What follows belongs to an exercise in optimizing a design on an open flow for small area; a production flow would make more cautious choices.
The RTL was checked by simulation tests, not by an equivalence proof against the original design.
Power is estimated from default activity; no workload was simulated.

==> flow/design.v <==
module imem_array
#(
    parameter int DATA_W = 32,
    parameter int DEPTH  = 64,
    parameter int AW     = $clog2(DEPTH)
) (
    input  logic              clk,
    input  logic              we,
    input  logic [AW-1:0]     waddr,
    input  logic [DATA_W-1:0] wdata,
    input  logic              re,
    input  logic [AW-1:0]     raddr,
    output logic [DATA_W-1:0] rdata
);
    logic [DATA_W-1:0] mem [DEPTH];
    always_ff @(posedge clk) begin
        if (we) begin
            mem[waddr] <= wdata;
        end
    end
    always_ff @(posedge clk) begin
        if (re) begin
            rdata <= mem[raddr];
        end
    end
endmodule
module instruction_memory_sync
#(
    parameter int                DATA_W    = 32,
    parameter int                ADDR_W    = 32,
    parameter int                DEPTH     = 64,
    parameter logic [DATA_W-1:0] NOP_INSTR = DATA_W'(32'h0000_0000)
) (
    input  logic                     clk,
    input  logic                     reset,
    input  logic [ADDR_W-1:0]        pc_i,
    input  logic                     rd_en,
    input  logic                     stall,
    input  logic                     flush,
    input  logic                     ld_en,
    input  logic                     ld_we,
    input  logic [$clog2(DEPTH)-1:0] ld_addr,
    input  logic [DATA_W-1:0]        ld_data,
    output logic [DATA_W-1:0]        instr_o,
    output logic                     instr_valid,
    output logic                     fault_misaligned,
    output logic                     fault_range,
    output logic                     ld_busy,
    output logic [$clog2(DEPTH):0]   ld_count
);
    localparam int AW = $clog2(DEPTH);
    localparam int CW = AW + 1;
    localparam int         PC_MAX_W = 64;
    localparam logic [1:0] RUN      = 2'd0;
    localparam logic [1:0] LOAD     = 2'd1;
    localparam logic [1:0] DRAIN    = 2'd2;
    logic [1:0]          state;
    logic [1:0]          state_next;
    logic [PC_MAX_W-1:0] pc_ext;
    logic [PC_MAX_W-1:0] word_idx;
    logic                misaligned;
    logic                out_of_range;
    logic                valid_next;
    logic                fm_next;
    logic                fr_next;
    logic                rd_fire;
    logic                mem_we;
    logic                mem_re;
    logic [DATA_W-1:0]   mem_rdata;
    assign pc_ext       = PC_MAX_W'(pc_i);
    assign word_idx     = {2'b00, pc_ext[PC_MAX_W-1:2]};   
    assign misaligned   = (pc_i[1:0] != 2'b00);
    assign out_of_range = (word_idx >= PC_MAX_W'(DEPTH));
    always_comb begin
        state_next = state;
        valid_next = 1'b0;
        fm_next    = 1'b0;
        fr_next    = 1'b0;
        rd_fire    = 1'b0;
        case (state)
            RUN: begin
                if (ld_en) begin
                    state_next = LOAD;
                end else if (flush) begin
                    valid_next = 1'b0;
                end else if (stall) begin
                    valid_next = instr_valid;
                    fm_next    = fault_misaligned;
                    fr_next    = fault_range;
                end else if (rd_en) begin
                    if (misaligned) begin
                        fm_next = 1'b1;
                    end else if (out_of_range) begin
                        fr_next = 1'b1;
                    end else begin
                        rd_fire    = 1'b1;
                        valid_next = 1'b1;
                    end
                end
            end
            LOAD: begin
                if (!ld_en) begin
                    state_next = DRAIN;
                end
            end
            DRAIN: begin
                state_next = RUN;
            end
            default: begin
                state_next = RUN;
            end
        endcase
    end
    always_ff @(posedge clk) begin
        if (reset) begin
            state            <= RUN;
            instr_valid      <= 1'b0;
            fault_misaligned <= 1'b0;
            fault_range      <= 1'b0;
        end else begin
            state            <= state_next;
            instr_valid      <= valid_next;
            fault_misaligned <= fm_next;
            fault_range      <= fr_next;
        end
    end
    always_ff @(posedge clk) begin
        if (reset) begin
            ld_count <= '0;
        end else if (state == RUN && ld_en) begin
            ld_count <= '0;
        end else if (mem_we && ld_count != CW'(DEPTH)) begin
            ld_count <= ld_count + CW'(1);
        end
    end
    assign mem_we = (state == LOAD) && ld_en && ld_we && !reset;
    assign mem_re = rd_fire && !reset;
    imem_array #(
        .DATA_W (DATA_W),
        .DEPTH  (DEPTH),
        .AW     (AW)
    ) u_array (
        .clk   (clk),
        .we    (mem_we),
        .waddr (ld_addr),
        .wdata (ld_data),
        .re    (mem_re),
        .raddr (word_idx[AW-1:0]),
        .rdata (mem_rdata)
    );
    assign instr_o = instr_valid ? mem_rdata : NOP_INSTR;
    assign ld_busy = (state != RUN);
endmodule
==> flow/run.sh <==
#!/bin/bash
# synth_recipe.tcl (not shown) runs the flow's synth.tcl, then flattens the netlist and writes it again
# the make line also repeats each setting of config.mk as NAME=value (left out here)
make -C /OpenROAD-flow-scripts/flow DESIGN_CONFIG=/design/flow/config.mk WORK_HOME=/design/flow/orfs CLKGATE_MAP_FILE= SYNTH_SCRIPT=/design/flow/synth_recipe.tcl finish
==> flow/config.mk <==
export PLATFORM = sky130hd
export DESIGN_NAME = instruction_memory_sync
export DESIGN_NICKNAME = instruction_memory_sync
export VERILOG_FILES = /design/flow/design.v
export SDC_FILE = /design/flow/constraint.sdc
export NUM_CORES = 4
export LEC_CHECK = 0
export CAP_MARGIN = 20
export CORE_MARGIN = 2
export CORE_UTILIZATION = 40
export SLEW_MARGIN = 20
==> flow/constraint.sdc <==
create_clock -name core_clock -period 5.0 [get_ports {clk}]
set_input_delay 1.0000 -clock core_clock [delete_from_list [all_inputs] [get_ports {clk}]]
set_output_delay 1.0000 -clock core_clock [all_outputs]
set_load 0.01 [all_outputs]
==> summary.txt <==
Post-route minimum period = 3.70 ns
Flop2flop setup slack = 1.78 ns
Top Family by Delay on Critical Path = flip-flops
Detailed Routing Iterations Pass 1 = 7
Commonest cells after routing, fill and taps aside = edfxtp_1, mux4_2, clkbuf_16, buf_4, mux2i_1
CTS max path bufs = 3
RSZ-0062 raised after global routing = false
Fillers = 16400
HP Class = flop to flop
Slowest CP cell = dfxtp_2
Worst Max-Slew Pin Slew = 1.06 ns
Worst Path Required = 4.00 ns
DRT Wirelength = 202000 µm
Layout Nets = 3954
Per-cell routed wire length = 30.1 µm
Layout Cells excl Fill = 6706
Post-CTS sizing = 0
Synth top area share = 0.782
Pwr/cell area = 389 nW/µm²
GPL Wtd Cong = 0.861
Initial Util = 0.401
#FFs+latches synth = 2092
Static Leak = 28.6 nW
Achievable frequency = 270 MHz
Routed met1 length = 82100 µm
Final setup vio count = 0
Synthesized net count = 3622
Area delta synth->final = 15.5%
Final global-route overflow total = 0
Slowest Stage Delay on Critical Path = 0.93 ns
Layout cells sized above 1 = 0.270
RR Startpoint = state[1]
Post-Layout Inst Area = 92300 µm²
VDD IR max = 0.353 mV
Crit path cell chain = and2_1 -> clkdlybuf4s50_1
Vias = 38000
Post-synth EDFFs = 2080
Clock buffer count from CTS = 200
Final Slew Violations = 0
Fin util = 0.463
Largest net degree at the start of global routing = 65
Gr usage total = 0.197
Die X = 451 µm
Placed Cells = 6329
Die Ht = 451 µm
TNS Setup = 0 ns
Ys Warns = 2
Clock latency on the worst-skew pair = 0.83 ns
Final HPWL DP = 123000 µm
CTS root buf = clkbuf_16
Leading area contributor after synthesis = edfxtp_1
Clock skew = 0.0205 ns
Num ports = 120
Antenna violation net count after detailed routing = 0
Max Cap Viol = 0
Initial DRC Count = 4361
CP max FO = 34
Vias in the first global route = 38400
Netlist cell types = 47
Met2 WL = 97500 µm
FFs w/ async S/R, synth = 0
First-pass GRT wire length = 286000 µm
Core area = 199000 µm²
Outcome = finished clean
Commonest non-fill, non-tap cell in the layout = edfxtp_1
Clock transition at path regs = 0.06 ns
Top FF cell, synth = edfxtp_1
Die Area = 203000 µm²
Hold-fix buffers, CTS = 0
Crit. Startpoint = instr_valid
DR top layer = met4
Initial antenna violation count = 26
Reg2reg path depth = 7
Critical path class = flop to primary output
Setup crit start kind = flop
Placed Area = 85800 µm²
Crit end category = primary output
Endpoints failing hold = 0
Mapped Area = 79900 µm²
Sequential area share after synthesis = 0.785
Synth top area cells = edfxtp_1, mux4_2, mux2i_1, a22oi_1, a211oi_1
Average cell area after synthesis = 22.6 µm²
Post-route DRC violation count = 0
Critical path buffer and inverter count = 1
Critical Path Sink = instr_o[0]
Total number of cells along the worst setup path = 2
Final Cycle Share = 0.740
CTS Sinks = 2092
Met3 wire length = 16400 µm
CP Data Arrival Time = 2.70 ns
IO Port Bufs = 119
Reg-to-Reg End = u_array.mem[59][3]
Setup bufs post-CTS = 0
Vias per cell = 5.66
H-Tree Depth = 4
CTS tree = built
Worst rel slew slack = 0.292
Total chip power = 35.9 mW
Synthesized instance count = 3543
Rows = 164
[how the worst min path moves through the flow]
stage | startpoint | end | slack (ns) | cells past startpoint
floorplan | state[1] | state[1] | 0.42 | 1
global placement | state[1] | state[1] | 0.45 | 1
detailed placement | state[1] | state[1] | 0.44 | 1
CTS | state[1] | state[1] | 0.45 | 1
global route | state[1] | state[1] | 0.46 | 1
finish | state[1] | state[1] | 0.45 | 1
[Yosys cell counts (8+ instances only)]
cell and count:
a211oi_1 73, buf_2 73, o22ai_1 59, a21oi_1 22
buf_6 16, o221ai_1 8, buf_1 18, and2_1 34
a311o_1 25, mux4_2 477, nor2_1 85, dfxtp_1 12
clkbuf_1 64, mux2i_1 143, o31ai_1 11, mux2_2 15
a22oi_1 79, o21ai_0 12, nor2b_1 41, nand3_1 40
buf_4 28, nand2_1 55, edfxtp_1 2080, nand3b_1 8
[layout make-up]
type | count | area, µm² | share of cell area
flip-flops and latches | 2092 | 62700 | 0.679
multi-input cells | 1248 | 16600 | 0.180
clock buffers | 259 | 5480 | 0.0594
well taps | 2656 | 3320 | 0.0360
repair buffers | 330 | 3150 | 0.0341
clock inverters | 105 | 957 | 0.0104
diodes | 13 | 32.5 | 0.000352
inverters | 3 | 11.3 | 0.000122
[per-layer routing]
layer,GRT usage,up-vias
met5,0,-
met4,0.0614,0
met3,0.0504,268
met2,0.314,1416
met1,0.267,20500
li1,-,15800
[report_power, final]
group	leakage, nW	switching (mW)	internal, mW
clock	3.13	6.41	8.53
combinational	6.70	1.09	0.612
sequential	18.8	0.00188	19.3
[flip-flops by register name, indices dropped and copies added, names as in the netlist]
name and count:
u_array.mem 2048, instr_valid 1, ld_count 7, fault_range 1, fault_misaligned 1, state 2
u_array.rdata 32
[cell families (layout without fill, tap and decap cells)]
kind of cell	after synthesis	in the layout	share of synthesized area
buffers and inverters	203	697	0.0135
AOI/OAI and AO/OA	303	303	0.0276
and+or+nand+nor	303	303	0.0190
DFF	2092	2092	0.785
xor gates and xnor gates	5	5	0.000548
other	0	13	0
adders and majority gates	2	2	0.000313
muxes	635	635	0.154
[stage by stage]
step / worst slack (ns) / hold slack [ns]
after floorplan: 0.836 / 0.420
after global placement: 0.647 / 0.446
after detailed placement: 0.574 / 0.439
after CTS: 1.14 / 0.449
after global routing: 1.15 / 0.459
final: 1.30 / 0.449

## afterwards: timing with drivers on the ports
No port has a modelled driver above. Below, the same layout with a new extraction and two added sets of constraints.
Step 1 assumes that a clkbuf_16 drives the clock port and a buf_2 every other input.
Step 2 moves the port delays by t, midway between the first and last clock arrival at a register: inputs arrive t later, outputs are due t later. That takes back most of the time a late clock gives input paths.
Three values: no drivers, after step 1, after step 2; two values: the first two.
t (ns): 0.911
slack for setup (ns): 1.302 / 1.213 / 0.531
worst setup path after step 2: input to register
worst register clock-pin slew, ns: 0.07 / 0.07
worst slew at a driven data input, ns: 0.17
After both steps setup and hold are still met in this run. For this run, drivers alone change the setup slack by -0.089 ns; drivers and shift together by -0.771 ns.
